From an optimization exercise on the open Yosys and OpenROAD flow, aimed at a short achievable clock period and few clock cycles per item; shortcuts taken in it are not production practice.
The RTL was checked by simulation tests, not by an equivalence proof against the original design.
In runs 5 and 6 the design's own scripts or RTL, not TritonCTS, make the clock network.
The clock port is modelled as an ideal driver, which makes a skipped or thinned clock tree look cheaper than it is; a real chip needs a root buffer or a tree.
No activity file was given, so power comes from the tool's default toggle rates.

**design/flow/run.sh**
```bash
#!/bin/bash
# synth_recipe.tcl (not shown) runs the flow's synth.tcl, then flattens the netlist and writes it again
# the make line also repeats each setting of config.mk as NAME=value (left out here)
make -C /OpenROAD-flow-scripts/flow DESIGN_CONFIG=/design/flow/config.mk WORK_HOME=/design/flow/orfs CLKGATE_MAP_FILE= SYNTH_SCRIPT=/design/flow/synth_recipe.tcl finish
```
**design/flow/config.mk**
```make
export PLATFORM = sky130hd
export DESIGN_NAME = fetch_top
export DESIGN_NICKNAME = fetch_top
export VERILOG_FILES = /design/flow/design.v
export SDC_FILE = /design/flow/constraint.sdc
export NUM_CORES = 4
export LEC_CHECK = 0
export ABC_CLOCK_PERIOD_IN_PS = 1800
export CAP_MARGIN = 20
export CORE_MARGIN = 2
export CORE_UTILIZATION = 40
export SETUP_SLACK_MARGIN = 2.6
export SLEW_MARGIN = 20
export TNS_END_PERCENT = 100
```
**design/flow/constraint.sdc**
```tcl
create_clock -name core_clock -period 4.4 [get_ports {clk}]
set_input_delay 0.8800 -clock core_clock [delete_from_list [all_inputs] [get_ports {clk}]]
set_output_delay 0.8800 -clock core_clock [all_outputs]
set_load 0.01 [all_outputs]
```
**design/flow/design.v**
```verilog
package mem_pkg;
    typedef logic [31:0] addr_t;
    typedef logic [63:0]                beat_t;
    typedef logic [32*8-1:0]   line_t;
    typedef logic [$clog2(4)-1:0] beat_cnt_t;
    typedef enum logic [1:0] {
        FETCH_IDLE,
        FETCH_REQUEST,      
        FETCH_COLLECT       
    } fetch_state_e;
endpackage
package fetch_pkg;
    typedef logic [31:0] inst_t;
    typedef logic [63:0] order_t;
    typedef logic [$clog2(8)-1:0] word_idx_t;
endpackage
`timescale 1ns/1ps
module fetch_top
(
    input   logic           clk,
    input   logic           rst,
    output  mem_pkg::addr_t          bmem_addr_o,
    output  logic           bmem_read_o,
    input   logic           bmem_ready_i,
    input   mem_pkg::addr_t          bmem_raddr_i,
    input   mem_pkg::beat_t          bmem_rdata_i,
    input   logic           bmem_rvalid_i,
    input   logic           redirect_i,
    input   mem_pkg::addr_t          redirect_pc_i,
    input   fetch_pkg::order_t         redirect_order_i,
    input   logic           inst_ren_i,
    output  logic           inst_valid_o,
    output  mem_pkg::addr_t          inst_pc_o,
    output  fetch_pkg::inst_t          inst_o,
    output  fetch_pkg::order_t         inst_order_o
);
    localparam int OFF_BITS = $clog2(32);
    localparam int LA_W     = 32 - OFF_BITS;         
    localparam int KTH      = 10;          
    localparam int QD       = KTH + 8;  
    localparam int NO       = 4;      
    localparam int AW       = $clog2(QD + 1);
    localparam int OW       = $clog2(NO + 1);
    logic              want;         
    logic              rd_q;         
    logic [LA_W-1:0]   ra_q;         
    logic [2:0]        rskip_q;      
    logic [AW-1:0]     avail;        
    logic              accept;
    logic              deq;
    logic              issue;
    assign bmem_read_o = rd_q;
    assign bmem_addr_o = {ra_q, {OFF_BITS{1'b0}}};
    assign accept = rd_q && bmem_ready_i && !rst;
    assign deq    = inst_ren_i && inst_valid_o && !redirect_i && !rst;
    assign issue  = (!want || accept) && (avail <= AW'(KTH));
    logic [LA_W-1:0]   oa  [NO];
    logic [2:0]        osk [NO];
    logic [NO-1:0]     ost;          
    logic [NO-1:0]     ov;           
    logic [OW-1:0]     ocnt;
    logic [1:0]        bc;           
    logic              beat;
    logic              pop;
    logic [NO-1:0]     os;           
    assign beat = bmem_rvalid_i && ov[0] &&
                  (bmem_raddr_i == {oa[0], {OFF_BITS{1'b0}}});
    assign pop  = beat && (bc == 2'd3);
    always_comb begin
        for (int i = 0; i < NO; i++) begin
            os[i] = pop ? ((i + 1 < NO) ? ov[i+1] : 1'b0) : ov[i];
        end
    end
    always_ff @(posedge clk) begin
        for (int i = 0; i < NO; i++) begin
            if (os[i]) begin
                if (pop && i + 1 < NO) begin
                    oa[i]  <= oa[(i + 1 < NO) ? i + 1 : i];
                    osk[i] <= osk[(i + 1 < NO) ? i + 1 : i];
                    ost[i] <= ost[(i + 1 < NO) ? i + 1 : i] || redirect_i;
                end else begin
                    ost[i] <= ost[i] || redirect_i;
                end
            end else begin
                oa[i]  <= ra_q;
                osk[i] <= rskip_q;
                ost[i] <= redirect_i;
            end
        end
    end
    always_ff @(posedge clk) begin
        if (rst) begin
            ov   <= '0;
            ocnt <= '0;
            bc   <= '0;
        end else begin
            for (int i = 0; i < NO; i++) begin
                ov[i] <= os[i] || (accept && (i == 0 || os[(i > 0) ? i - 1 : 0]));
            end
            ocnt <= ocnt + OW'(accept) - OW'(pop);
            if (beat) bc <= bc + 2'd1;
        end
    end
    always_ff @(posedge clk) begin
        if (rst) begin
            want    <= 1'b1;
            ra_q    <= 32'hAAAAA000 >> OFF_BITS;
            rskip_q <= 3'(32'hAAAAA000 >> 2);
            avail   <= AW'(8) - AW'(3'(32'hAAAAA000 >> 2));
            rd_q    <= 1'b0;
        end else begin
            if (redirect_i) begin
                want    <= 1'b1;
                ra_q    <= redirect_pc_i[31:OFF_BITS];
                rskip_q <= redirect_pc_i[OFF_BITS-1:2];
                avail   <= AW'(8) - AW'(redirect_pc_i[OFF_BITS-1:2]);
            end else if (issue) begin
                want    <= 1'b1;
                ra_q    <= ra_q + 1'b1;
                rskip_q <= '0;
                avail   <= avail - AW'(deq) + AW'(8);
            end else begin
                if (accept) want <= 1'b0;
                avail <= avail - AW'(deq);
            end
            rd_q <= (redirect_i || issue || (want && !accept)) &&
                    (32'(ocnt) + 32'(accept) < NO);
        end
    end
    logic              lo_ok, hi_ok;
    logic [1:0]        nw;           
    fetch_pkg::inst_t  wa, wb;
    assign lo_ok = ({bc, 1'b0} >= osk[0]);
    assign hi_ok = ({bc, 1'b1} >= osk[0]);
    assign nw    = (beat && !ost[0] && !redirect_i) ? (2'(lo_ok) + 2'(hi_ok)) : 2'd0;
    assign wa    = lo_ok ? bmem_rdata_i[31:0] : bmem_rdata_i[63:32];
    assign wb    = bmem_rdata_i[63:32];
    fetch_pkg::inst_t  q  [QD];
    logic [QD-1:0]     qv;
    logic [QD-1:0]     qs;           
    always_comb begin
        for (int i = 0; i < QD; i++) begin
            qs[i] = deq ? ((i + 1 < QD) ? qv[(i + 1 < QD) ? i + 1 : i] : 1'b0) : qv[i];
        end
    end
    always_ff @(posedge clk) begin
        for (int i = 0; i < QD; i++) begin
            if (qs[i]) begin
                if (deq) q[i] <= q[(i + 1 < QD) ? i + 1 : i];
            end else if (i == 0 || qs[(i > 0) ? i - 1 : 0]) begin
                q[i] <= wa;
            end else begin
                q[i] <= wb;
            end
        end
    end
    always_ff @(posedge clk) begin
        if (rst || redirect_i) begin
            qv <= '0;
        end else begin
            for (int i = 0; i < QD; i++) begin
                qv[i] <= qs[i] ||
                         (nw != 2'd0 && (i == 0 || qs[(i > 0) ? i - 1 : 0])) ||
                         (nw == 2'd2 && (i <= 1 || qs[(i > 1) ? i - 2 : 0]));
            end
        end
    end
    assign inst_valid_o = qv[0];
    assign inst_o       = q[0];
    always_ff @(posedge clk) begin
        if (rst) begin
            inst_pc_o    <= 32'hAAAAA000;
            inst_order_o <= '0;
        end else if (redirect_i) begin
            inst_pc_o    <= redirect_pc_i;
            inst_order_o <= redirect_order_i;
        end else if (deq) begin
            inst_pc_o    <= inst_pc_o + 32'd4;
            inst_order_o <= inst_order_o + 64'd1;
        end
    end
endmodule
```
==> run notes, run 1 <==
worst r2r src=oa[0][8]; Layout Skew=approximately 0.033 ns; die area=119000 um2; Synth Area in XOR/XNOR=0.0158; Simple-Gate Fraction of Synth Area=0.168; mux contribution to synthesized area=0.0137; DR vias/cell=6.51; Post-Syn Area per Cell=9.42 um2; initial antenna violation count=14; adder-cell area share of the yosys netlist=0.00420; final WL=around 210000 um; drt first pass iters=7; DR DRC count=0; first-pass GRT wire length=approximately 290000 um; most frequent cell after synthesis=edfxtp_1; Post-layout nets=between 5000 and 6000; Synth Area in Compound Gates=0.229; RD Place Congestion=0.921; R2R setup slack=around 1.6 ns; Max Clk Rate=approximately 0.36 GHz; ys async rst share=0; crit path time final=about 2.8 ns; Root Buffer=clkbuf_16; gr ovfl total=0; clock latency (worst-skew pair)=between 0.7 and 0.8 ns; pin count of the biggest net entering global routing=between 90 and 100; power density cells=314 nW/um2; RSZ-0062 raised after global routing=true; site row count=approximately 120; hpwl dp=~100000 um; chip height=345 um; Slew HR=0.134; total CTS buffers=between 100 and 150; outcome=timing/DRC/antenna clean; Post-synth EDFFs=slightly below 700; CTS tree=done; total I/O pin count=360; post-synthesis sequential area ratio=0.521; Commonest cells post-synth=696 x edfxtp_1, 695 x nor2_1, 646 x nand2_1, 533 x o21ai_0, 513 x a31o_2; Initial Util=0.405; Max clock buf depth=3; worst-margin pin slew=around 1.3 ns; worst hold stages=2; Core Box Area=115000 um2; Final TNS setup=0 ns; Finish-stage setup viols=0; Chip Width=between 300 and 400 um; port buffer count=roughly 350; fillers=approximately 8000; reg2reg path depth=8; routed wire length per instance=roughly 29 um; Layout area overhead=60.2%; Synth top area share=0.450; leakage=approximately 27 nW; Hold Fails Final Rpt=0; largest area contributor in the synthesized netlist=edfxtp_1; Worst VDD drop=between 0.3 and 0.4 mV; Crit. End Element=flop; worst path required time=between 4 and 5 ns; Setup CP Type=flop to flop; 1st-iter DRT viols=slightly above 6000; GR Util All Layers=0.325; Synth area leaders=edfxtp_1 45%, a31o_2 9.7%, dfxtp_1 7.1%; CTS clk-pin slew, worst paths=roughly 0.060 ns; Arr. time, crit path=~3.2 ns; fin crit share=0.638; cts hold-fix bufs=0; Finished Layout Cells=about 7400; synthesized flop and latch total=860; min-delay src=inst_pc_o[1]; Post-Synthesis Cells=4930; number of max-cap violations=0; Hold Path Class=flop to flop; reg-to-reg endpoint=oa[1][25]; clk sink count=860; Syn. warnings=4; Startpoint Class=flop; CTS H-tree lvls=3; number of global-route vias before repair=between 40000 and 50000; fraction of layout cells with a size suffix above 1=0.458; Main synth FF type=edfxtp_1; Distinct cells, synth=slightly above 70; largest family of logic cells by synthesized area=compound AO/OA/AOI/OAI gates; placed cell count=roughly 6400; hold endpoint=inst_pc_o[1]; max-slew violations=0; Detail Route Antenna Nets=0; cell area after synthesis=46400 um2; CP Max Fanout=7; via count of the routed design=between 40000 and 50000
==> logic make-up after synthesis <==
logic type	after synthesis
multiplexers	57
adder cells (fa/ha/maj)	15
XOR/XNOR	84
buffers and inverters	587
AO/OA/AOI/OAI	1536
AND/OR/NAND/NOR	1790
flip-flops	860
other	1
==> critical path, cell delays in order, from the launching register on <==
cell and delay, ns:
edfxtp_1 0.49, xnor2_2 0.20, nand4_1 0.16, buf_4 0.18, or4_4 0.63, buf_12 0.20
clkbuf_16 0.17, o211ai_1 0.24, o311ai_1 0.21
==> layout by cell type, fill, tap and decap left out, types with 54 or more instances in the layout <==
master | synthesis | layout
dfxtp_4 | 0 | 113
nand3_4 | 0 | 70
inv_1 | 59 | 54
o21ai_2 | 0 | 363
edfxtp_1 | 696 | 696
o211ai_1 | 90 | 90
nand2_8 | 0 | 58
and2_1 | 67 | 65
nor2_1 | 695 | 683
a31o_2 | 513 | 209
a31o_4 | 0 | 304
o21ai_1 | 34 | 163
buf_4 | 5 | 308
nand4_1 | 97 | 97
clkdlybuf4s50_1 | 0 | 163
buf_6 | 0 | 352
clkbuf_16 | 0 | 127
nand2_1 | 646 | 613
buf_12 | 0 | 162
==> cell type report <==
type / instances / area (um2) / area share
clock inverters: 49 / 415 / 0.00559
multi-input cells: 3573 / 29800 / 0.401
repair inverters: 2 / 32.5 / 0.000438
inverters: 61 / 267 / 0.00358
diodes: 9 / 22.5 / 0.000303
flip-flops and latches: 860 / 24600 / 0.331
clock buffers: 141 / 2780 / 0.0374
repair buffers: 1161 / 14500 / 0.195
well taps: 1512 / 1890 / 0.0254
==> per-stage QoR <==
step	util	setup slack (ns)	hold slack [ns]	cell area, um2	total power, mW
6_report	0.649	1.59	0.500	74400	23.4
5_1_grt	0.648	1.60	0.516	74400	23.9
4_1_cts	0.589	1.80	0.476	67500	22.4
3_5_place_dp	0.463	0.422	0.467	53100	12.4
3_3_place_gp	0.463	0.470	0.462	53100	12.3
2_1_floorplan	-	1.68	0.446	50000	11.2
==> sequential cells by signal, summed over array words and instances, names as in the netlist <==
name and count:
ra_q 27, inst_pc_o 32, ov 4, osk 12, inst_order_o 64, want 1, oa 108, ost 4
rd_q 1, q 576, avail 5, rskip_q 3, qv 18, ocnt 3, bc 2
==> power breakdown <==
part,switching [mW],internal (mW),total [mW]
Clock,3.66,4.75,8.41
Combinational,2.59,2.75,5.34
Sequential,0.309,9.31,9.62
Total,6.55,16.8,23.4
==> how the worst max path moves through the flow <==
stage                           from               end
CTS                  inst_order_o[0]  inst_order_o[58]
global placement    bmem_raddr_i[27]          oa[1][0]
finish                      oa[0][8]         oa[1][25]
floorplan           bmem_raddr_i[25]           ocnt[1]
global route                oa[0][0]         oa[1][25]
detailed placement   bmem_raddr_i[8]          oa[1][5]
==> metal layers <==
metal,GRT usage,vias up,wire (um)
met3,0.0742,769,23900
met1,0.423,23700,78800
met2,0.510,3185,96900
met5,0,-,57
li1,-,20400,-
met4,0.163,10,14300
==> repair_timing <==
item / 4_1_cts / 5_1_grt
resized for setup: 1861 / 881
pin swaps: 274 / 388
buffers inserted: 419 / 148
setup endpoints to repair: 1680 / 1331
cloned: 144 / 37
Testbench counts, summed over its fixed seeds: cycles 18,690, items 12,000.
==> run 2: changes to the inputs <==
--- a/design/flow/config.mk
+++ b/design/flow/config.mk
@@ -7,3 +7,2 @@
 export LEC_CHECK = 0
-export ABC_CLOCK_PERIOD_IN_PS = 1800
 export CAP_MARGIN = 20
@@ -11,4 +10,2 @@
 export CORE_UTILIZATION = 40
-export SETUP_SLACK_MARGIN = 2.6
 export SLEW_MARGIN = 20
-export TNS_END_PERCENT = 100
==> run 2 against run 1 <==
Still clean. Count of clock-buffer cells in the layout stayed put. Hold slack worse by 0.023 ns. Combinational power is 54% lower. Utilization is 17 points lower. Flip-flop and latch count stayed put. Power is 12% lower. Synthesized cell count stayed put. First-iteration DRC count is 38% lower. Clock skew is 0.018 ns lower. Die area stayed put. Critical path type is now primary input to flop.
==> run notes, run 2 <==
outcome=timing/DRC/antenna clean; worst-margin pin slew=around 1 ns; Root Buffer=clkbuf_16; power density cells=373 nW/um2; max reg flops=~580; Commonest cells post-synth=696 x edfxtp_1, 695 x nor2_1, 646 x nand2_1, 533 x o21ai_0, 513 x a31o_2; Slowest-stage cell, CP=nor4bb_1; clock network power share=0.413; port buffer count=354; top flop regs=q (576), oa (108), inst_order_o (64); site row count=between 100 and 150; fillers=10600; Finish-stage setup viols=0; Finished Core Util=0.481; number of max-cap violations=0; Slew HR=0.327; sw power=5.26 mW; CTS tree=done; RSZ-0062 raised after global routing=false; clock latency (worst-skew pair)=around 0.69 ns; most frequent cell after synthesis=edfxtp_1; Post-Synthesis Cells=roughly 4900; Setup CP Type=primary input to flop; hpwl dp=roughly 98000 um; Post-layout nets=about 5300; Worst VDD drop=about 0.28 mV; crit path time final=about 3.4 ns; CTS H-tree lvls=3; CP Max Fanout=4; number of gates resized after CTS=0; post-synthesis sequential area ratio=0.521; Distinct cells, synth=71; setup bufs post-CTS=0; Biggest register=q; switching share of power=0.256; DR vias/cell=roughly 5.9; post-route cell area=~55000 um2; total CTS buffers=100; pin count of the biggest net entering global routing=93; Max clock buf depth=3; internal power=roughly 15 mW; first-pass GRT wire length=between 200000 and 250000 um; synthesized flop and latch total=860; Core Box Area=between 100000 and 150000 um2; Layout Skew=0.0150 ns; leakage=between 15 and 20 nW; die area=approximately 120000 um2; Final TNS setup=0 ns; CTS clk-pin slew, worst paths=about 0.06 ns; worst path required time=approximately 5.0 ns; combinational share of power=0.118; ys async rst share=0; Synth top area share=0.450; most frequent cells in the layout=696 x edfxtp_1, 693 x nor2_1, 627 x nand2_1; RD Place Congestion=roughly 0.88; drt first pass iters=6; Crit path top cell by count=ha_1; final WL=about 150000 um; Post-Syn Area per Cell=~9.4 um2; total I/O pin count=360; Layout area overhead=18.7%; fraction of layout cells with a size suffix above 1=0.184; Main synth FF type=edfxtp_1; commonest non-fill, non-tap cell in the layout=edfxtp_1; setup ws final=0.977 ns; gr ovfl total=0; max-slew violations=0; Place WS=0.213 ns; chip height=approximately 340 um; Startpoint Class=primary input; part of the power in registers=0.469; number of global-route vias before repair=around 37000; 1st-iter DRT viols=approximately 3800; initial antenna violation count=12; Post-synth EDFFs=a little under 700; Chip Width=about 340 um; critical-path cell list=clkdlybuf4s50_1, nor4bb_1, nand2_1, nor4_1, and3_1, ha_1, inv_1, ha_1, fa_1, nor2b_1; Synth area leaders=edfxtp_1 45%, a31o_2 9.7%, dfxtp_1 7.1%; CP max stage delay=approximately 0.72 ns; fin crit share=0.778; Syn. warnings=4; Max Clk Rate=slightly below 0.3 GHz; via count of the routed design=just under 40000; cts hold-fix bufs=0; Crit. End Element=flop; largest area contributor in the synthesized netlist=edfxtp_1; post-place instance area=about 52000 um2; GR Util All Layers=0.254; Arr. time, crit path=between 3 and 4 ns; Detail Route Antenna Nets=0; cell area after synthesis=approximately 46000 um2; Hold Fails Final Rpt=0; routed wire length per instance=approximately 23 um; clk sink count=860; DR DRC count=0; Initial Util=0.405; Hold Path Class=flop to flop
[run 2: cell counts after synthesis]
Identical to the previous run, type by type.
[run 2: cells by family (layout without fill, tap and decap cells)]
group,count (synthesis),count (layout),share of synthesized area
and+or+nand+nor,1790,1790,0.168
AOI/OAI and AO/OA,1536,1536,0.229
DFF,860,860,0.521
buffers and inverters,587,784,0.0481
xor gates and xnor gates,84,84,0.0158
muxes,57,57,0.0137
adders and majority gates,15,15,0.00420
other,1,8,0.0000808
[run 2: path summary, 6_finish.rpt]
check,slack [ns],end,start,cells after the start
min,0.48,ost[3],ost[3],2
min reg2reg,0.48,ost[3],ost[3],2
max reg2reg,1.11,ocnt[1],ov[0],9
max,0.98,ocnt[1],bmem_rvalid_i,10
[run 2: layer usage]
layer  vias to the layer above  part of all wire  track usage
met1                     19100              0.44        0.353
met3                       248             0.082       0.0557
met4                        18             0.024       0.0677
met5                         -           0.00075            0
li1                      18500                 -            -
met2                      1558              0.45        0.401
[run 2: area by class of cell]
type                            count  area, um2  area share
Antenna cell                        3       7.51    0.000136
Clock buffer                      141       2860      0.0519
Clock inverter                     46        433     0.00786
Inverter                           61        231     0.00420
Multi-Input combinational cell   3487      20200       0.367
Sequential cell                   860      24200       0.439
Tap cell                         1512       1890      0.0343
Timing Repair Buffer              536       5290      0.0960
[run 2: critical path, delay by kind of cell]
family / cells / cell delay (ns)
and+or+nand+nor: 5 / 1.83
buffers and inverters: 2 / 0.50
adders and majority gates: 3 / 0.78
[run 2: power groups by stage]
stage | logic (mW) | registers [mW] | clock network [mW]
after global placement | 2.39 | 9.79 | 0
after floorplan | 1.31 | 9.73 | 0
after global routing | 2.64 | 9.69 | 8.92
after CTS | 2.43 | 9.64 | 8.62
after detailed placement | 2.41 | 9.80 | 0
final | 2.43 | 9.64 | 8.50
[run 2: stage by stage]
stage | power [mW] | hold WS (ns) | std cells
after floorplan | 11.0 | 0.445 | 4934
after global placement | 12.2 | 0.459 | 6456
after detailed placement | 12.2 | 0.463 | 6456
after CTS | 20.7 | 0.461 | 6643
after global routing | 21.3 | 0.489 | 6643
final | 20.6 | 0.477 | 6646
==> run 3: changes to the inputs <==
--- a/design/flow/design.v
+++ b/design/flow/design.v
@@ -16,2 +16,70 @@
 endpackage
+`timescale 1ns/1ps
+module seq_ctr
+#(
+    parameter int             W       = 64,
+    parameter int             L       = 6,
+    parameter int             C       = 8,
+    parameter logic [W-1:0]   RST_VAL = '0
+)(
+    input   logic           clk,
+    input   logic           rst,
+    input   logic           load_i,
+    input   logic [W-1:0]   load_val_i,
+    input   logic           inc_i,
+    output  logic [W-1:0]   val_o
+);
+    localparam int NC = (W - L + C - 1) / C;    
+    function automatic logic [W-1:0] flip_mask(input logic [W-1:0] v);
+        logic [W-1:0] m;
+        m = '0;
+        for (int b = L; b < W; b++) begin
+            m[b] = 1'b1;
+            for (int j = L; j < b; j++) begin
+                if ((j - L) / C == (b - L) / C) m[b] = m[b] & v[j];
+            end
+        end
+        flip_mask = m;
+    endfunction
+    function automatic logic [NC-1:0] chunk_ones(input logic [W-1:0] v);
+        logic [NC-1:0] r;
+        r = '1;
+        for (int b = L; b < W; b++) begin
+            r[(b - L) / C] = r[(b - L) / C] & v[b];
+        end
+        chunk_ones = r;
+    endfunction
+    logic [NC-1:0] ones;
+    logic [NC-1:0] carry;        
+    logic [W-1:0]  step;         
+    logic [W-1:0]  fm;
+    logic          wrap;
+    assign wrap = inc_i && (&val_o[L-1:0]);
+    assign fm   = flip_mask(val_o);
+    always_comb begin
+        carry[0] = wrap;
+        for (int k = 1; k < NC; k++) begin
+            carry[k] = carry[k-1] && ones[k-1];
+        end
+        step = '0;
+        for (int b = L; b < W; b++) begin
+            step[b] = carry[(b - L) / C] && fm[b];
+        end
+    end
+    always_ff @(posedge clk) begin
+        if (rst) begin
+            val_o <= RST_VAL;
+            ones  <= chunk_ones(RST_VAL);
+        end else if (load_i) begin
+            val_o <= load_val_i;
+            ones  <= chunk_ones(load_val_i);
+        end else begin
+            if (inc_i) begin
+                val_o[L-1:0] <= val_o[L-1:0] + 1'b1;
+            end
+            val_o[W-1:L] <= val_o[W-1:L] ^ step[W-1:L];
+            ones <= chunk_ones(val_o);
+        end
+    end
+endmodule
 `timescale 1ns/1ps
@@ -169,14 +237,27 @@
     assign inst_o       = q[0];
-    always_ff @(posedge clk) begin
-        if (rst) begin
-            inst_pc_o    <= 32'hAAAAA000;
-            inst_order_o <= '0;
+    logic [1:0] pc_lo;
+    seq_ctr #(.W(30), .L(6), .C(8), .RST_VAL(30'(32'hAAAAA000 >> 2))) pc_ctr_i (
+        .clk        (clk),
+        .rst        (rst),
+        .load_i     (redirect_i),
+        .load_val_i (redirect_pc_i[31:2]),
+        .inc_i      (deq),
+        .val_o      (inst_pc_o[31:2])
+    );
+    always_ff @(posedge clk) begin
+        if (rst) begin
+            pc_lo <= 2'(32'hAAAAA000);
         end else if (redirect_i) begin
-            inst_pc_o    <= redirect_pc_i;
-            inst_order_o <= redirect_order_i;
-        end else if (deq) begin
-            inst_pc_o    <= inst_pc_o + 32'd4;
-            inst_order_o <= inst_order_o + 64'd1;
-        end
-    end
+            pc_lo <= redirect_pc_i[1:0];
+        end
+    end
+    assign inst_pc_o[1:0] = pc_lo;
+    seq_ctr #(.W(64), .L(6), .C(8), .RST_VAL('0)) order_ctr_i (
+        .clk        (clk),
+        .rst        (rst),
+        .load_i     (redirect_i),
+        .load_val_i (redirect_order_i),
+        .inc_i      (deq),
+        .val_o      (inst_order_o)
+    );
 endmodule
--- a/design/flow/config.mk
+++ b/design/flow/config.mk
@@ -7,2 +7,3 @@
 export LEC_CHECK = 0
+export ABC_CLOCK_PERIOD_IN_PS = 1800
 export CAP_MARGIN = 20
@@ -10,2 +11,4 @@
 export CORE_UTILIZATION = 40
+export SETUP_SLACK_MARGIN = 2.6
 export SLEW_MARGIN = 20
+export TNS_END_PERCENT = 100
==> run 3 against run 2 <==
Still clean on timing, DRC and antenna. Critical path depth is the same. Area after synthesis grew 0.81%. Non-clock buffer count grew 673. Clock power grew 8.0%. Synthesized cell count grew 0.43%. Register-to-register slack gained 0.57 ns. First-iteration DRC count grew 46%. Hold slack lost 0.058 ns. Fmax grew 25%. Combinational power grew 110%. Clock skew grew 0.019 ns. Global-route usage grew 6.9 points. Critical path type unchanged. Largest power group unchanged.
==> run notes, run 3 <==
Crit. End Element=flop; gr ovfl total=0; Chip Width=between 300 and 400 um; Post-synth EDFFs=around 700; max-slew violations=0; Commonest cells post-synth=739 x nor2_1, 696 x edfxtp_1, 622 x nand2_1, 467 x o21ai_0, 449 x a31o_2; largest area contributor in the synthesized netlist=edfxtp_1; overall power=~24 mW; DR vias/cell=around 6.3; final WL=about 210000 um; Distinct cells, synth=~70; CTS tree=done; Main synth FF type=edfxtp_1; Finish-stage setup viols=0; commonest non-fill, non-tap cell in the layout=edfxtp_1; DR DRC count=0; outcome=timing/DRC/antenna clean; pin count of the biggest net entering global routing=69; CP max stage delay=0.41 ns; die area=approximately 120000 um2; RSZ-0062 raised after global routing=true; drt first pass iters=8; Synth top area share=0.447; Max Clk Rate=between 0.3 and 0.4 GHz; post-synthesis sequential area ratio=0.521; Crit path top cell by count=buf_4; Detail Route Antenna Nets=0; cell area after synthesis=between 40000 and 50000 um2; Startpoint Class=primary input; Post-Syn Area per Cell=9.45 um2; Layout Skew=0.0339 ns; crit path time final=2.74 ns; Slowest-stage cell, CP=clkdlybuf4s50_1; number of max-cap violations=0; worst r2r src=oa[0][5]; Hold Fails Final Rpt=0; Initial Util=0.403; Root Buffer=clkbuf_16; total CTS buffers=roughly 100; total I/O pin count=360; worst-margin pin slew=approximately 1.2 ns; first-pass GRT wire length=about 290000 um; synthesized flop and latch total=869; Arr. time, crit path=between 3 and 4 ns; worst path required time=between 4 and 5 ns; initial antenna violation count=22; Final TNS setup=0 ns; clk sink count=a little under 900; site row count=between 100 and 150; chip height=346 um; leakage=about 27 nW; Hold Path Class=primary input to flop; Slew HR=0.197; CP Max Fanout=5; via count of the routed design=~47000; hpwl dp=about 97000 um; Core Box Area=116000 um2; number of global-route vias before repair=between 40000 and 50000; max reg flops=between 500 and 600; Synth area leaders=edfxtp_1 45%, a31o_2 8.4%, dfxtp_1 7.4%; CTS clk-pin slew, worst paths=approximately 0.060 ns; Setup CP Type=primary input to flop; GR Util All Layers=0.323; Syn. warnings=6; Max clock buf depth=3; fin crit share=0.622; Post-Synthesis Cells=between 4000 and 5000; most frequent cells in the layout=696 x edfxtp_1, 669 x nor2_1, 583 x nand2_1; fraction of layout cells with a size suffix above 1=0.428; power density cells=between 300 and 400 nW/um2; port buffer count=354; critical-path cell list=clkdlybuf4s50_1, nor3_2, nand4_1, buf_4, nor4_4, buf_4, nand2_8, buf_6, bufbuf_16, o311ai_1; clock latency (worst-skew pair)=0.73 ns; 1st-iter DRT viols=5630; Post-layout nets=approximately 6000; routed wire length per instance=roughly 28 um; RD Place Congestion=around 0.84; Layout area overhead=57.6%; CP Launch Point=bmem_raddr_i[3]; min-delay src=redirect_i; Biggest register=q; Worst VDD drop=about 0.29 mV; CTS H-tree lvls=3; ys async rst share=0; worst path bufs/invs=5; Top delay family on crit path=buffers and inverters; most frequent cell after synthesis=nor2_1; top flop regs=q (576), oa (108), order_ctr_i.val_o (64)
-- run 3: cell count changes in the layout (fill, tap and decap cells not counted), sizes merged, moves of 45 or more --
cell,delta
nor2,+45
buf,+817
o211ai,-58
o21ai,-65
nand3,+78
a31oi,+57
clkdlybuf4s50,-183
a31o,-64
-- run 3: worst register-to-register path, stage by stage, from the launching register on --
cell	delay (ns)
edfxtp_1	0.53
xnor2_2	0.19
nand4_1	0.19
buf_4	0.20
or4_4	0.57
buf_12	0.18
buf_12	0.13
buf_16	0.14
o22ai_2	0.18
o311ai_2	0.11
-- run 3: final cells by class --
type                    instances  area, um2
well taps                    1524       1910
diodes                         15       37.5
clock inverters                59        637
flip-flops and latches        869      24700
clock buffers                 136       2920
inverters                      72        335
repair buffers               1209      14400
repair inverters                2       41.3
fillers                      8581      42300
multi-input cells            3576      28700
-- run 3: where the power goes --
part           internal [mW]  total, mW  switching (mW)
clock network           5.38       9.18            3.80
registers               9.39       9.67           0.283
logic                   2.63       5.03            2.40
total                   17.4       23.9            6.49
-- run 3: path summary, 6_finish.rpt --
path | endpoint | slack, ns | cells past startpoint
worst max-delay path | oa[2][3] | 1.66 | 10
worst min-delay path | avail[3] | 0.42 | 2
worst max register to register | oa[2][0] | 1.68 | 9
worst min register to register | osk[3][0] | 0.43 | 0
-- run 3: per-stage QoR --
| stage | utilization | area, um2 | std cells | setup slack [ns] | hold WS [ns] |
|---|---|---|---|---|---|
| 2_1_floorplan | - | 51400 | 4955 | 1.47 | 0.408 |
| 3_3_place_gp | 0.470 | 54500 | 6475 | 0.715 | 0.411 |
| 3_5_place_dp | 0.470 | 54500 | 6475 | 0.657 | 0.416 |
| 4_1_cts | 0.600 | 69600 | 7286 | 1.73 | 0.416 |
| 5_1_grt | 0.636 | 73800 | 7460 | 1.58 | 0.403 |
| 6_report | 0.636 | 73800 | 7462 | 1.66 | 0.419 |
-- run 3: logic make-up (layout without fill, tap and decap cells) --
family	Yosys count	in the layout	synth area share
flops	869	869	0.521
xor+xnor	114	114	0.0213
other cells	1	20	0.0000801
simple gates	1837	1904	0.171
compound gates	1423	1424	0.207
buf+inv	592	1478	0.0509
fa+ha+maj	26	26	0.00711
mux	89	103	0.0212
-- run 3: per-layer routing --
metal | vias up | track usage | part of all wire
met5 | - | 0 | 0.00041
met4 | 12 | 0.171 | 0.067
met3 | 725 | 0.0829 | 0.11
met2 | 2981 | 0.504 | 0.45
met1 | 22900 | 0.413 | 0.37
li1 | 20200 | - | -
-- run 3: repair_timing --
item,4_1_cts,5_1_grt
hold buffers,0,0
buffers inserted,459,145
gates cloned,157,15
pin swaps,249,185
gates resized for setup,1797,470
endpoints found under the setup margin,1671,1410
Testbench counts of run 3, summed over its fixed seeds: cycles 18,690, items 12,000.
==> run 4: changes to the inputs <==
--- a/design/flow/design.v
+++ b/design/flow/design.v
@@ -124,2 +124,3 @@
     assign issue  = (!want || accept) && (avail <= AW'(KTH));
+    localparam int PW = $clog2(NO);
     logic [LA_W-1:0]   oa  [NO];
@@ -127,4 +128,10 @@
     logic [NO-1:0]     ost;          
-    logic [NO-1:0]     ov;           
+    logic [PW-1:0]     wp;
+    logic [PW-1:0]     hp;
+    logic [PW-1:0]     hp1;
     logic [OW-1:0]     ocnt;
+    logic              h_v;
+    logic [LA_W-1:0]   h_a;
+    logic [2:0]        h_sk;
+    logic              h_st;
     logic [1:0]        bc;           
@@ -132,22 +139,9 @@
     logic              pop;
-    logic [NO-1:0]     os;           
-    assign beat = bmem_rvalid_i && ov[0] &&
-                  (bmem_raddr_i == {oa[0], {OFF_BITS{1'b0}}});
+    assign hp1  = hp + 1'b1;
+    assign beat = bmem_rvalid_i && h_v &&
+                  (bmem_raddr_i == {h_a, {OFF_BITS{1'b0}}});
     assign pop  = beat && (bc == 2'd3);
-    always_comb begin
+    always_ff @(posedge clk) begin
         for (int i = 0; i < NO; i++) begin
-            os[i] = pop ? ((i + 1 < NO) ? ov[i+1] : 1'b0) : ov[i];
-        end
-    end
-    always_ff @(posedge clk) begin
-        for (int i = 0; i < NO; i++) begin
-            if (os[i]) begin
-                if (pop && i + 1 < NO) begin
-                    oa[i]  <= oa[(i + 1 < NO) ? i + 1 : i];
-                    osk[i] <= osk[(i + 1 < NO) ? i + 1 : i];
-                    ost[i] <= ost[(i + 1 < NO) ? i + 1 : i] || redirect_i;
-                end else begin
-                    ost[i] <= ost[i] || redirect_i;
-                end
-            end else begin
+            if (accept && wp == PW'(i)) begin
                 oa[i]  <= ra_q;
@@ -155,16 +149,37 @@
                 ost[i] <= redirect_i;
-            end
-        end
-    end
-    always_ff @(posedge clk) begin
-        if (rst) begin
-            ov   <= '0;
+            end else if (redirect_i) begin
+                ost[i] <= 1'b1;
+            end
+        end
+    end
+    always_ff @(posedge clk) begin
+        if (rst) begin
+            wp   <= '0;
+            hp   <= '0;
             ocnt <= '0;
             bc   <= '0;
-        end else begin
-            for (int i = 0; i < NO; i++) begin
-                ov[i] <= os[i] || (accept && (i == 0 || os[(i > 0) ? i - 1 : 0]));
-            end
+            h_v  <= 1'b0;
+        end else begin
+            if (accept) wp <= wp + 1'b1;
+            if (pop)    hp <= hp1;
             ocnt <= ocnt + OW'(accept) - OW'(pop);
             if (beat) bc <= bc + 2'd1;
+            if (pop) begin
+                h_v <= (ocnt > OW'(1)) || accept;
+            end else if (accept) begin
+                h_v <= 1'b1;
+            end
+        end
+    end
+    always_ff @(posedge clk) begin
+        if (pop && ocnt > OW'(1)) begin
+            h_a  <= oa[hp1];
+            h_sk <= osk[hp1];
+            h_st <= ost[hp1] || redirect_i;
+        end else if ((pop || !h_v) && accept) begin
+            h_a  <= ra_q;
+            h_sk <= rskip_q;
+            h_st <= redirect_i;
+        end else if (redirect_i) begin
+            h_st <= 1'b1;
         end
@@ -200,5 +215,5 @@
     fetch_pkg::inst_t  wa, wb;
-    assign lo_ok = ({bc, 1'b0} >= osk[0]);
-    assign hi_ok = ({bc, 1'b1} >= osk[0]);
-    assign nw    = (beat && !ost[0] && !redirect_i) ? (2'(lo_ok) + 2'(hi_ok)) : 2'd0;
+    assign lo_ok = ({bc, 1'b0} >= h_sk);
+    assign hi_ok = ({bc, 1'b1} >= h_sk);
+    assign nw    = (beat && !h_st && !redirect_i) ? (2'(lo_ok) + 2'(hi_ok)) : 2'd0;
     assign wa    = lo_ok ? bmem_rdata_i[31:0] : bmem_rdata_i[63:32];
==> run 4 against run 3 <==
Final area shrank 15%. Count of clock-buffer cells in the layout shrank 5. Critical path depth is the same. Routed wire length shrank 19%. Largest cell class is now flip-flops and latches.
==> run notes, run 4 <==
outcome=timing/DRC/antenna clean; gr ovfl total=0; part of the power in registers=0.484; Max Clk Rate=between 0.3 and 0.4 GHz; Crit. End Element=flop; top flop regs=q (576), oa (108), order_ctr_i.val_o (64); post-synthesis sequential area ratio=0.575; Commonest cells post-synth=731 x edfxtp_1, 712 x nand2_1, 563 x o21ai_0, 542 x mux2i_1, 252 x clkbuf_1; via count of the routed design=~37000; power density cells=322 nW/um2; post-route cell area=approximately 63000 um2; CP Launch Point=bmem_raddr_i[19]; largest area contributor in the synthesized netlist=edfxtp_1; Worst VDD drop=approximately 0.34 mV; max-slew violations=0; port buffer count=354; clk sink count=901; Chip Width=between 300 and 400 um; total I/O pin count=between 300 and 400; chip height=336 um; Main synth FF type=edfxtp_1; Finish-stage setup viols=0; DR DRC count=0; initial antenna violation count=13; Distinct cells, synth=between 70 and 80; Slew HR=0.262; CTS clk-pin slew, worst paths=around 0.06 ns; crit path time final=~2.8 ns; placed cell count=about 5600; adder-cell area share of the yosys netlist=0.0101; Finished Layout Cells=6257; sw power=4.86 mW; DR vias/cell=about 6; switching share of power=0.240; CP Max Fanout=3; Post-layout nets=4930; cts hold-fix bufs=0; Finished Core Util=0.576; drt first pass iters=7; first-pass GRT wire length=approximately 240000 um; CTS H-tree lvls=3; min-delay src=pc_ctr_i.val_o[1]; worst-margin pin slew=1.11 ns; hpwl dp=between 80000 and 90000 um; Synth Area in Compound Gates=0.0993; ys async rst share=0; Post-synth EDFFs=731; Hold WS=about 0.51 ns; fin crit share=0.629; Post-Syn Area per Cell=approximately 11 um2; number of global-route vias before repair=~35000; Core Box Area=109000 um2; worst path required time=roughly 5 ns; commonest non-fill, non-tap cell in the layout=edfxtp_1; pin count of the biggest net entering global routing=90; Synth Area in XOR/XNOR=0.0226; largest family of logic cells by synthesized area=multiplexers; Layout area overhead=42.4%; Hold Fails Final Rpt=0; mux contribution to synthesized area=0.149; most frequent cell after synthesis=edfxtp_1; Initial Util=0.404; Setup CP Type=primary input to flop; Synth area leaders=edfxtp_1 50%, mux2i_1 12%, dfxtp_1 7.7%; RSZ-0062 raised after global routing=true; Biggest register=q; routed wire length per instance=about 27 um; fraction of layout cells with a size suffix above 1=0.306; Startpoint Class=primary input; Simple-Gate Fraction of Synth Area=0.108; cell area after synthesis=between 40000 and 50000 um2; site row count=~120; Arr. time, crit path=3.34 ns; Max clock buf depth=3; combinational share of power=0.100; Root Buffer=clkbuf_16; synthesized flop and latch total=901; internal power=15.3 mW; leakage=22.9 nW; RD Place Congestion=between 0.8 and 0.9; Synth top area share=0.498; met3 Use GR=0.0604; Final TNS setup=0 ns; number of max-cap violations=0; CTS tree=done; total CTS buffers=100; Post-Synthesis Cells=between 3000 and 4000; clock latency (worst-skew pair)=~0.70 ns; Detail Route Antenna Nets=0; met1 usage=0.368; worst r2r src=h_a[16]; Syn. warnings=6; post-place instance area=roughly 50000 um2; most used routing layer=met2; Hold Path Class=flop to flop; max reg flops=between 500 and 600; 1st-iter DRT viols=4060; fillers=a little under 9000; Layout Skew=0.0221 ns; most frequent cells in the layout=731 x edfxtp_1, 625 x nand2_1, 538 x o21ai_1; grt met2 use=0.462; GR Util All Layers=0.282; clock network power share=0.417; die area=approximately 110000 um2; final WL=approximately 170000 um
[run 4: layer usage]
layer | wire length (um) | share of wire
met1 | 65700 | 0.39
met4 | 7040 | 0.042
met5 | 136 | 0.00080
met3 | 17300 | 0.10
met2 | 79400 | 0.47
[run 4: power by group through the flow]
stage	Sequential (mW)	Combinational (mW)	Clock [mW]
floorplan	9.96	0.666	0
global placement	9.99	1.30	0
detailed placement	9.99	1.32	0
CTS	9.77	1.86	8.48
global route	9.80	2.12	8.81
finish	9.78	2.01	8.42
[run 4: path summary, 6_finish.rpt]
path,to,slack (ns),cells after the start
max,ocnt[1],1.63,10
min,pc_ctr_i.val_o[1],0.51,2
max reg2reg,ocnt[1],1.72,9
min reg2reg,pc_ctr_i.val_o[1],0.51,2
[run 4: kinds of logic (layout without fill, tap and decap cells)]
| logic type | count (synthesis) | after routing |
|---|---|---|
| simple gates | 1097 | 1112 |
| flops | 901 | 901 |
| compound gates | 784 | 784 |
| mux | 642 | 738 |
| buf+inv | 401 | 1090 |
| xor+xnor | 114 | 114 |
| fa+ha+maj | 35 | 35 |
| other cells | 1 | 7 |
[run 4: what timing repair did]
item	4_1_cts	5_1_grt
buffers inserted	239	100
cloned	145	25
setup endpoints to repair	1657	1421
gates resized for setup	2018	333
pin swaps	109	194
[run 4: layout make-up]
type	instances	area (um2)	area share
clock buffers	131	2720	0.0433
repair buffers	858	10400	0.166
well taps	1476	1850	0.0294
repair inverters	1	8.76	0.000139
multi-input cells	2788	21400	0.340
flip-flops and latches	901	25700	0.409
inverters	47	236	0.00376
clock inverters	53	493	0.00785
diodes	2	5.00	0.0000797
[run 4: per-stage QoR]
step | setup WS [ns] | total power [mW]
after floorplan | 1.43 | 10.6
after global placement | 0.658 | 11.3
after detailed placement | 0.612 | 11.3
after CTS | 1.77 | 20.1
after global routing | 1.56 | 20.7
final | 1.63 | 20.2
[run 4: worst max-delay path, stage by stage]
cell             delay, ns
clkdlybuf4s50_1       0.50
xor2_1                0.21
nor4_1                0.27
nand4_1               0.26
nor3_4                0.23
ha_1                  0.27
inv_2                 0.07
ha_4                  0.12
fa_2                  0.41
nor2b_1               0.13
Testbench counts of run 4, summed over its fixed seeds: cycles 18,690, items 12,000.
==> run 5: changes to the inputs <==
==> design/flow/flow/run.sh (new file) <==
#!/bin/bash
# Standard ORFS layout, except that the clock tree is rebuilt with two buffer
# levels at the end of the CTS step (flow/post_cts.tcl, flow/mytree.tcl).
# Each tool's output goes to its own log: make's to flow_make.log here, and
# ORFS keeps every step's log under orfs/logs/.
set -euo pipefail
here=$(pwd)
export POST_CTS_TCL="$here/flow/post_cts.tcl"
bash standard.sh > "$here/flow_make.log" 2>&1
==> design/flow/flow/mytree.tcl (new file) <==
# Replace the clock tree with a two-level one: the clock port drives four root
# buffers, each root drives the leaf buffers of one quarter of the registers,
# and each leaf buffer drives a cluster of nearby registers. All registers see
# the same number of buffers between the port and their clock pin.
set block [ord::get_db_block]
set db [ord::get_db]
set buf_master [$db findMaster sky130_fd_sc_hd__clkbuf_16]
set clk_net [$block findNet clk]
set max_leaf 20
if {[info exists ::env(MYTREE_LEAF)]} { set max_leaf $::env(MYTREE_LEAF) }

# walk the old tree from the clock port
set tree_insts {}
set tree_nets {}
set sinks {}
set todo [list $clk_net]
while {[llength $todo] > 0} {
  set net [lindex $todo 0]
  set todo [lrange $todo 1 end]
  foreach it [$net getITerms] {
    if {[$it isOutputSignal]} { continue }
    set inst [$it getInst]
    set mname [[$inst getMaster] getName]
    if {[string match "sky130_fd_sc_hd__clkbuf_*" $mname] || [string match "sky130_fd_sc_hd__buf_*" $mname] || [string match "sky130_fd_sc_hd__clkinv*" $mname] || [string match "sky130_fd_sc_hd__inv_*" $mname]} {
      if {[string match "*inv*" $mname]} {
        # only a dummy load (output left open) may be an inverter
        foreach ot [$inst getITerms] {
          if {[$ot isOutputSignal] && [$ot getNet] ne "NULL" && [llength [[$ot getNet] getITerms]] > 1} {
            error "inverter in clock tree: [$inst getName]"
          }
        }
      }
      lappend tree_insts $inst
      foreach ot [$inst getITerms] {
        if {[$ot isOutputSignal]} {
          set on [$ot getNet]
          if {$on ne "NULL"} { lappend tree_nets $on; lappend todo $on }
        }
      }
    } else {
      lappend sinks $it
    }
  }
}
puts "mytree: old tree [llength $tree_insts] buffers, [llength $sinks] sinks"

foreach it $sinks { $it disconnect }
foreach inst $tree_insts { odb::dbInst_destroy $inst }
foreach net $tree_nets { odb::dbNet_destroy $net }

# sink locations: centre of the sink instance
set pts {}
foreach it $sinks {
  set b [[$it getInst] getBBox]
  lappend pts [list [expr {([$b xMin] + [$b xMax]) / 2}] [expr {([$b yMin] + [$b yMax]) / 2}] $it]
}

# recursive bisection along the longer side until groups are small enough
proc split_groups {pts maxn} {
  return [split_k $pts [expr {([llength $pts] + $maxn - 1) / $maxn}]]
}

# split into k groups of near equal size, cutting across the longer side
proc split_k {pts k} {
  if {$k <= 1} { return [list $pts] }
  set xs [lmap p $pts {lindex $p 0}]
  set ys [lmap p $pts {lindex $p 1}]
  set dx [expr {[tcl::mathfunc::max {*}$xs] - [tcl::mathfunc::min {*}$xs]}]
  set dy [expr {[tcl::mathfunc::max {*}$ys] - [tcl::mathfunc::min {*}$ys]}]
  set ax [expr {$dx >= $dy ? 0 : 1}]
  set s [lsort -integer -index $ax $pts]
  set k1 [expr {$k / 2}]
  set h [expr {([llength $s] * $k1) / $k}]
  return [concat [split_k [lrange $s 0 [expr {$h - 1}]] $k1] [split_k [lrange $s $h end] [expr {$k - $k1}]]]
}

proc centroid {pts} {
  set sx 0; set sy 0
  foreach p $pts { set sx [expr {$sx + [lindex $p 0]}]; set sy [expr {$sy + [lindex $p 1]}] }
  set n [llength $pts]
  return [list [expr {$sx / $n}] [expr {$sy / $n}]]
}

proc place_buf {block master name x y} {
  set inst [odb::dbInst_create $block $master $name]
  set w [[$inst getMaster] getWidth]
  set h [[$inst getMaster] getHeight]
  $inst setLocation [expr {$x - $w / 2}] [expr {$y - $h / 2}]
  $inst setPlacementStatus PLACED
  return $inst
}

proc pin_of {inst name} {
  foreach it [$inst getITerms] { if {[[$it getMTerm] getName] eq $name} { return $it } }
  error "no pin $name"
}

# four quarters first, then leaf clusters inside each quarter
set quarters [split_k $pts 4]
set nq 0; set nl 0
foreach qpts $quarters {
  set leaves [split_groups $qpts $max_leaf]
  set lcs {}
  set leaf_insts {}
  foreach lpts $leaves {
    lassign [centroid $lpts] cx cy
    set li [place_buf $block $buf_master "ctree_leaf_$nl" $cx $cy]
    set ln [odb::dbNet_create $block "ctree_leaf_net_$nl"]
    $ln setSigType CLOCK
    [pin_of $li X] connect $ln
    foreach p $lpts { [lindex $p 2] connect $ln }
    lappend lcs [list $cx $cy]
    lappend leaf_insts $li
    incr nl
  }
  lassign [centroid $lcs] rx ry
  set ri [place_buf $block $buf_master "ctree_root_$nq" $rx $ry]
  set rn [odb::dbNet_create $block "ctree_root_net_$nq"]
  $rn setSigType CLOCK
  [pin_of $ri X] connect $rn
  foreach li $leaf_insts { [pin_of $li A] connect $rn }
  [pin_of $ri A] connect $clk_net
  incr nq
}
puts "mytree: $nq roots, $nl leaves"
==> design/flow/flow/post_cts.tcl (new file) <==
# Runs at the end of ORFS's CTS step (POST_CTS_TCL): swap TritonCTS's
# three-level clock tree for a two-level one, then legalize and repair timing
# again with the new clock arrivals.
source [file join [file dirname [info script]] mytree.tcl]
detailed_placement
estimate_parasitics -placement
repair_timing_helper
detailed_placement
check_placement -verbose
estimate_parasitics -placement
report_clock_latency
report_worst_slack -max
report_worst_slack -min
==> design/flow/standard.sh (new file) <==
#!/bin/bash
# synth_recipe.tcl (not shown) runs the flow's synth.tcl, then flattens the netlist and writes it again
# the make line also repeats each setting of config.mk as NAME=value (left out here)
make -C /OpenROAD-flow-scripts/flow DESIGN_CONFIG=/design/flow/config.mk WORK_HOME=/design/flow/orfs CLKGATE_MAP_FILE= SYNTH_SCRIPT=/design/flow/synth_recipe.tcl "${@:-finish}"
removed: design/flow/run.sh
==> run 5 against run 4 <==
Still clean. Critical path depth is 6 lower. Clock skew is 0.031 ns higher. Clock power is 35% lower. Largest cell class unchanged. Area after synthesis stayed put.
==> run notes, run 5 <==
Hold Path Class=flop to flop; first-pass GRT wire length=282000 um; RD Place Congestion=between 0.8 and 0.9; max reg flops=about 580; Arr. time, crit path=between 3 and 4 ns; final WL=209000 um; gr ovfl total=0; fillers=8096; Max Clk Rate=0.305 GHz; leakage=about 25 nW; Post-Syn Area per Cell=around 11 um2; port buffer count=354; Startpoint Class=primary input; Core Box Area=~110000 um2; Post-layout nets=about 5200; clk sink count=between 900 and 1000; most frequent cell after synthesis=edfxtp_1; hpwl dp=slightly above 80000 um; setup ws final=about 1.1 ns; Finished Core Util=0.616; sw power=4.26 mW; initial antenna violation count=21; Layout area overhead=52.4%; site row count=between 100 and 150; max-slew violations=0; post-route cell area=67200 um2; die area=approximately 110000 um2; post-synthesis sequential area ratio=0.575; Post-synth EDFFs=731; clock latency (worst-skew pair)=between 0.4 and 0.5 ns; DR DRC count=0; outcome=timing/DRC/antenna clean; CTS clk-pin slew, worst paths=roughly 0.1 ns; Synth top area share=0.498; Biggest register=q; crit path time final=about 3.3 ns; ys async rst share=0; Main synth FF type=edfxtp_1; largest area contributor in the synthesized netlist=edfxtp_1; GR Util All Layers=0.345; number of max-cap violations=0; routed wire length per instance=approximately 32 um; post-place instance area=roughly 50000 um2; top flop regs=q (576), oa (108), order_ctr_i.val_o (64); Initial Util=0.404; part of the power in registers=0.562; Chip Width=about 340 um; drt first pass iters=8; combinational share of power=0.122; Syn. warnings=6; fin crit share=0.745; Synth area leaders=edfxtp_1 50%, mux2i_1 12%, dfxtp_1 7.7%; most frequent cells in the layout=731 x edfxtp_1, 609 x nand2_1, 532 x o21ai_1; 1st-iter DRT viols=around 6200; chip height=~340 um; switching share of power=0.245; cell area after synthesis=about 44000 um2; Final TNS setup=0 ns; worst-margin pin slew=1.35 ns; total I/O pin count=360; clock network power share=0.316; fraction of layout cells with a size suffix above 1=0.356; Post-Synthesis Cells=roughly 4000; Slew HR=0.100; via count of the routed design=slightly above 40000; DR vias/cell=around 6.3; Hold Fails Final Rpt=0; CP Max Fanout=21; commonest non-fill, non-tap cell in the layout=edfxtp_1; pin count of the biggest net entering global routing=90; synthesized flop and latch total=~900; Place WS=approximately 0.61 ns; Distinct cells, synth=72; number of global-route vias before repair=38600; worst path required time=roughly 4.5 ns; Finish-stage setup viols=0; Worst VDD drop=0.288 mV; Layout Skew=between 0.05 and 0.06 ns; RSZ-0062 raised after global routing=true; Crit. End Element=flop; internal power=roughly 13 mW; Detail Route Antenna Nets=0; power density cells=between 200 and 300 nW/um2; Hold WS=roughly 0.52 ns; Setup CP Type=primary input to flop; Commonest cells post-synth=731 x edfxtp_1, 712 x nand2_1, 563 x o21ai_0, 542 x mux2i_1, 252 x clkbuf_1
[run 5: changes by cell type in the layout (fill, tap and decap cells not counted), moves of 16 or more]
cell           before  now
buf_12             97  145
buf_16             49  147
buf_4             228  306
buf_6             221  265
clkbuf_1           24    0
clkbuf_16         119   63
clkinv_2           18    0
dlygate4sd2_1      30   12
mux2i_1           534  509
mux2i_2             7   28
nand2_1           625  609
nand2_8            27   52
[run 5: layout make-up]
cell class / instances / area [um2] / area share
multi-input cells: 2797 / 22200 / 0.331
repair buffers: 1144 / 15600 / 0.232
plain buffers: 52 / 1300 / 0.0194
well taps: 1476 / 1850 / 0.0275
flip-flops and latches: 901 / 25700 / 0.383
diodes: 8 / 20.0 / 0.000298
repair inverters: 2 / 25.0 / 0.000372
clock inverters: 8 / 240 / 0.00357
inverters: 47 / 226 / 0.00337
[run 5: path summary, 6_finish.rpt]
path / start / to / slack [ns] / cells past startpoint
setup reg to reg: h_sk[1] / q[3][26] / 1.24 / 10
hold / removal: pc_lo[0] / pc_lo[0] / 0.52 / 2
hold reg to reg: pc_lo[0] / pc_lo[0] / 0.52 / 2
setup / recovery: bmem_rdata_i[58] / q[3][26] / 1.12 / 4
[run 5: routing by layer]
layer | part of all wire | vias up | wire length [um] | GRT usage
li1 | - | 16600 | - | -
met1 | 0.35 | 19900 | 72200 | 0.427
met2 | 0.44 | 3216 | 91600 | 0.536
met3 | 0.14 | 864 | 29100 | 0.110
met4 | 0.073 | 28 | 15300 | 0.187
met5 | 0.0014 | - | 292 | 0.00298
[run 5: kinds of logic after synthesis]
| group | count (synthesis) | synth area share |
|---|---|---|
| AOI/OAI and AO/OA | 784 | 0.0993 |
| xor gates and xnor gates | 114 | 0.0226 |
| adders and majority gates | 35 | 0.0101 |
| buffers and inverters | 401 | 0.0369 |
| DFF | 901 | 0.575 |
| muxes | 642 | 0.149 |
| other | 1 | 0.0000850 |
| and+or+nand+nor | 1097 | 0.108 |
[run 5: critical path, stage by stage]
cell and delay (ns):
dlygate4sd2_1 1.10, mux2_4 0.47, mux2i_1 0.12, o21ai_1 0.83
[run 5: power groups by stage]
stage	Sequential, mW	Combinational [mW]	Clock, mW
after floorplan	9.96	0.666	0
after global placement	9.99	1.30	0
after detailed placement	9.99	1.32	0
after global routing	9.80	2.20	5.71
final	9.77	2.12	5.49
[run 5: stage by stage]
| step | total power [mW] | cells |
|---|---|---|
| after global placement | 11.3 | 5562 |
| final | 17.4 | 6435 |
| after detailed placement | 11.3 | 5562 |
| after global routing | 17.7 | 6431 |
| after floorplan | 10.6 | 3979 |
==> run 6: changes to the inputs <==
--- a/design/flow/design.v
+++ b/design/flow/design.v
@@ -131,3 +131,3 @@
     logic [PW-1:0]     hp1;
-    logic [OW-1:0]     ocnt;
+    logic [NO-1:0]     ov;           
     logic              h_v;
@@ -137,2 +137,3 @@
     logic [1:0]        bc;           
+    assign h_v = ov[0];
     logic              beat;
@@ -158,5 +159,4 @@
             hp   <= '0;
-            ocnt <= '0;
+            ov   <= '0;
             bc   <= '0;
-            h_v  <= 1'b0;
         end else begin
@@ -164,13 +164,12 @@
             if (pop)    hp <= hp1;
-            ocnt <= ocnt + OW'(accept) - OW'(pop);
+            if (accept && !pop) begin
+                ov <= {ov[NO-2:0], 1'b1};
+            end else if (pop && !accept) begin
+                ov <= {1'b0, ov[NO-1:1]};
+            end
             if (beat) bc <= bc + 2'd1;
-            if (pop) begin
-                h_v <= (ocnt > OW'(1)) || accept;
-            end else if (accept) begin
-                h_v <= 1'b1;
-            end
-        end
-    end
-    always_ff @(posedge clk) begin
-        if (pop && ocnt > OW'(1)) begin
+        end
+    end
+    always_ff @(posedge clk) begin
+        if (pop && ov[1]) begin
             h_a  <= oa[hp1];
@@ -192,3 +191,3 @@
             avail   <= AW'(8) - AW'(3'(32'hAAAAA000 >> 2));
-            rd_q    <= 1'b0;
+            rd_q    <= 1'b1;         
         end else begin
@@ -209,3 +208,3 @@
             rd_q <= (redirect_i || issue || (want && !accept)) &&
-                    (32'(ocnt) + 32'(accept) < NO);
+                    !(accept ? ov[NO-2] : ov[NO-1]);
         end
==> design/flow/flow/run.sh (replaced) <==
#!/bin/bash
# Standard ORFS layout, except that the clock tree is rebuilt with two buffer
# levels at the end of the CTS step (flow/post_cts.tcl, flow/mytree.tcl),
# and the port buffers are buf_4 cells.
# Each tool's output goes to its own log: make's to flow_make.log here, and
# ORFS keeps every step's log under orfs/logs/.
set -euo pipefail
here=$(pwd)
export POST_CTS_TCL="$here/flow/post_cts.tcl"
# port buffers: a plain buffer rather than the delay cell buffer_ports picks
export BUFFER_PORTS_ARGS="-buffer_cell sky130_fd_sc_hd__buf_4"
bash standard.sh > "$here/flow_make.log" 2>&1
==> run 6 against run 5 <==
The layout now fails its checks (max-capacitance violations, max-slew violations). Clock power is 3% higher. Power is 0.63% higher. Utilization is 3.1 points lower. Sequential share of layout area is 2.0 points higher. Via count is 0.12% higher. Fmax is 15% higher. Routed wire length is 2.3% higher. Hold slack worse by 0.044 ns. Synthesized cell count is 0.73% lower.
==> run notes, run 6 <==
outcome=failed layout checks; Fail Reasons=max-capacitance violations, max-slew violations; max reg flops=around 580; Max Clk Rate=roughly 0.35 GHz; Synth Area in XOR/XNOR=0.0224; adder-cell area share of the yosys netlist=0.00877; Setup CP Type=flop to flop; critical-path cell list=nand2_8, nand2_8, mux2i_1, o21ai_1; Synth Area in Compound Gates=0.0939; Syn. warnings=6; first-pass GRT wire length=approximately 270000 um; cell area after synthesis=44200 um2; ys async rst share=0; site row count=121; Worst VDD drop=about 0.26 mV; GR Util All Layers=0.340; Layout area overhead=44.6%; worst r2r src=qv[3]; Slowest-stage cell, CP=dfxtp_1; Startpoint Class=flop; reg2reg path depth=4; Hold WS=0.475 ns; combinational share of power=0.119; overall power=between 15 and 20 mW; Finish-stage setup viols=0; final WL=around 210000 um; mux contribution to synthesized area=0.157; internal power=between 10 and 15 mW; RSZ-0062 raised after global routing=true; chip height=336 um; number of global-route vias before repair=~37000; max-slew violations=6; Synth top area share=0.496; CTS clk-pin slew, worst paths=about 0.09 ns; fin crit share=0.650; RD Place Congestion=roughly 0.84; Final TNS setup=0 ns; clock network power share=0.323; Distinct cells, synth=66; Detail Route Antenna Nets=0; port buffer count=~350; Place WS=0.898 ns; worst hold stages=1; routed wire length per instance=33.9 um; Chip Width=336 um; DR vias/cell=6.47; largest family of logic cells by synthesized area=multiplexers; fillers=around 8500; most frequent cell after synthesis=edfxtp_1; hold endpoint=order_ctr_i.val_o[45]; worst path required time=between 4 and 5 ns; setup ws final=around 1.5 ns; clk sink count=901; Commonest cells post-synth=731 x edfxtp_1, 699 x nand2_1, 546 x mux2i_1, 523 x o21ai_0, 258 x clkbuf_1; Main synth FF type=edfxtp_1; clock latency (worst-skew pair)=about 0.48 ns; most frequent cells in the layout=731 x edfxtp_1, 622 x nand2_1, 535 x mux2i_1; crit path time final=approximately 2.9 ns; 1st-iter DRT viols=between 6000 and 7000; drt first pass iters=11; Post-Syn Area per Cell=about 11 um2; Core Box Area=approximately 110000 um2; fraction of layout cells with a size suffix above 1=0.369; power density cells=around 270 nW/um2; top flop regs=q (576), oa (108), order_ctr_i.val_o (64); CP max stage delay=1.37 ns; Initial Util=0.405; DR DRC count=0; synthesized flop and latch total=between 900 and 1000; pin count of the biggest net entering global routing=between 50 and 60; post-synthesis sequential area ratio=0.573; Hold Path Class=flop to flop; hpwl dp=73100 um; CP Max Fanout=13; via count of the routed design=approximately 40000; Post-synth EDFFs=731; gr ovfl total=0; worst-margin pin slew=1.55 ns; Hold Fails Final Rpt=0; die area=between 100000 and 150000 um2; Simple-Gate Fraction of Synth Area=0.109; Crit path top cell by count=nand2_8; Slew HR=-0.0341; CP Launch Point=qv[3]; Layout Skew=about 0.036 ns; part of the power in registers=0.558; commonest non-fill, non-tap cell in the layout=edfxtp_1; sw power=around 4.2 mW; switching share of power=0.243; Synth area leaders=edfxtp_1 50%, mux2i_1 12%, dfxtp_1 7.7%; total I/O pin count=360; Arr. time, crit path=roughly 3 ns; Post-layout nets=~5000; R2R setup slack=about 1.5 ns; reg-to-reg endpoint=q[3][6]; Post-Synthesis Cells=~4000; Crit. End Element=flop; leakage=approximately 23 nW; min-delay src=order_ctr_i.val_o[45]; Biggest register=q; initial antenna violation count=26; number of max-cap violations=1; largest area contributor in the synthesized netlist=edfxtp_1
==> run 6: cell types whose count changed after synthesis, moves of 11 or more <==
cell | previous run | this run
a21oi_1 | 93 | 64
buf_1 | 39 | 27
inv_1 | 46 | 30
mux2_1 | 0 | 31
nand2_1 | 712 | 699
nor2_1 | 135 | 122
nor2b_1 | 5 | 19
o21ai_0 | 563 | 523
o21ai_1 | 1 | 43
or3_1 | 14 | 3
==> run 6: critical path: cells and delay by family (launching register included) <==
| family | cells | cell delay, ns |
|---|---|---|
| flip-flops | 1 | 1.37 |
| AND/OR/NAND/NOR | 2 | 0.86 |
| multiplexers | 1 | 0.23 |
| AO/OA/AOI/OAI | 1 | 0.08 |
==> run 6: cell type report <==
type                    count  area, um2  share of cell area
diodes                     16       40.0            0.000626
plain buffers              52       1300              0.0204
clock inverters            10        300             0.00470
inverters                  32        156             0.00245
multi-input cells        2913      24400               0.381
flip-flops and latches    901      25700               0.402
well taps                1476       1850              0.0289
repair buffers            886      10200               0.159
repair inverters            2       46.3            0.000724
==> run 6: cell families (layout without fill, tap and decap cells) <==
| group | count (synthesis) | after routing |
|---|---|---|
| fa+ha+maj | 31 | 31 |
| compound gates | 744 | 745 |
| flops | 901 | 901 |
| mux | 676 | 765 |
| buf+inv | 385 | 982 |
| other cells | 1 | 21 |
| simple gates | 1095 | 1254 |
| xor+xnor | 113 | 113 |
==> run 6: power by group through the flow <==
stage	Sequential, mW	Combinational [mW]	Clock (mW)
after floorplan	9.98	0.785	0
after global placement	10.0	1.26	0
after detailed placement	10.0	1.29	0
after global routing	9.80	2.17	5.87
final	9.77	2.09	5.64
==> run 6: per-stage QoR <==
step,cell area (um2),utilization,cells
final,63900,0.585,6288
after global placement,49100,0.449,5463
after floorplan,47200,-,3950
after global routing,63900,0.585,6284
after detailed placement,49100,0.449,5463
==> run 6: worst max path at each step <==
| stage | end | slack (ns) | depth (start not counted) |
|---|---|---|---|
| finish | q[3][6] | 1.54 | 4 |
| global placement | q[2][12] | 0.94 | 7 |
| floorplan | h_a[17] | 1.51 | 7 |
| detailed placement | q[11][7] | 0.90 | 7 |
| global route | q[13][22] | 1.62 | 6 |
==> run 6: metal layers <==
layer | GRT usage | part of all wire | up-vias
li1 | - | - | 16400
met5 | 0 | 0.0030 | -
met2 | 0.497 | 0.41 | 3500
met4 | 0.173 | 0.079 | 28
met1 | 0.437 | 0.35 | 19700
met3 | 0.132 | 0.16 | 1029
Testbench counts of run 6, summed over its fixed seeds: cycles 18,682, items 12,000.

## separate check: timing with driven ports
In the flow no input, the clock included, has a driving cell. The finished layouts below were timed again as built, in two steps.
Step 1, drivers: a clkbuf_16 drives clk and a buf_2 each remaining input, both assumed.
Step 2 times the ports against the registers' clock, not the clock port: input delays grow and output delays shrink by t, the midpoint of the rising clock arrivals with the driver on.
Three values: no drivers, after step 1, after step 2; two values: the first two.
run	shift t [ns]	setup WS [ns]	worst setup path at the end
run 1	0.764	1.591 / 1.591 / 0.934	input to register
run 2	0.752	0.977 / 1.026 / 0.274	input to register
run 3	0.790	1.665 / 1.682 / 0.929	input to register
run 4	0.753	1.633 / 1.680 / 0.927	input to register
run 5	0.599	1.120 / 1.170 / 0.571	input to register
run 6	0.623	1.540 / 1.541 / 1.192	input to register
The setup slack of run 3, which loses most, moves by +0.017 ns with the drivers and by -0.736 ns with both steps.
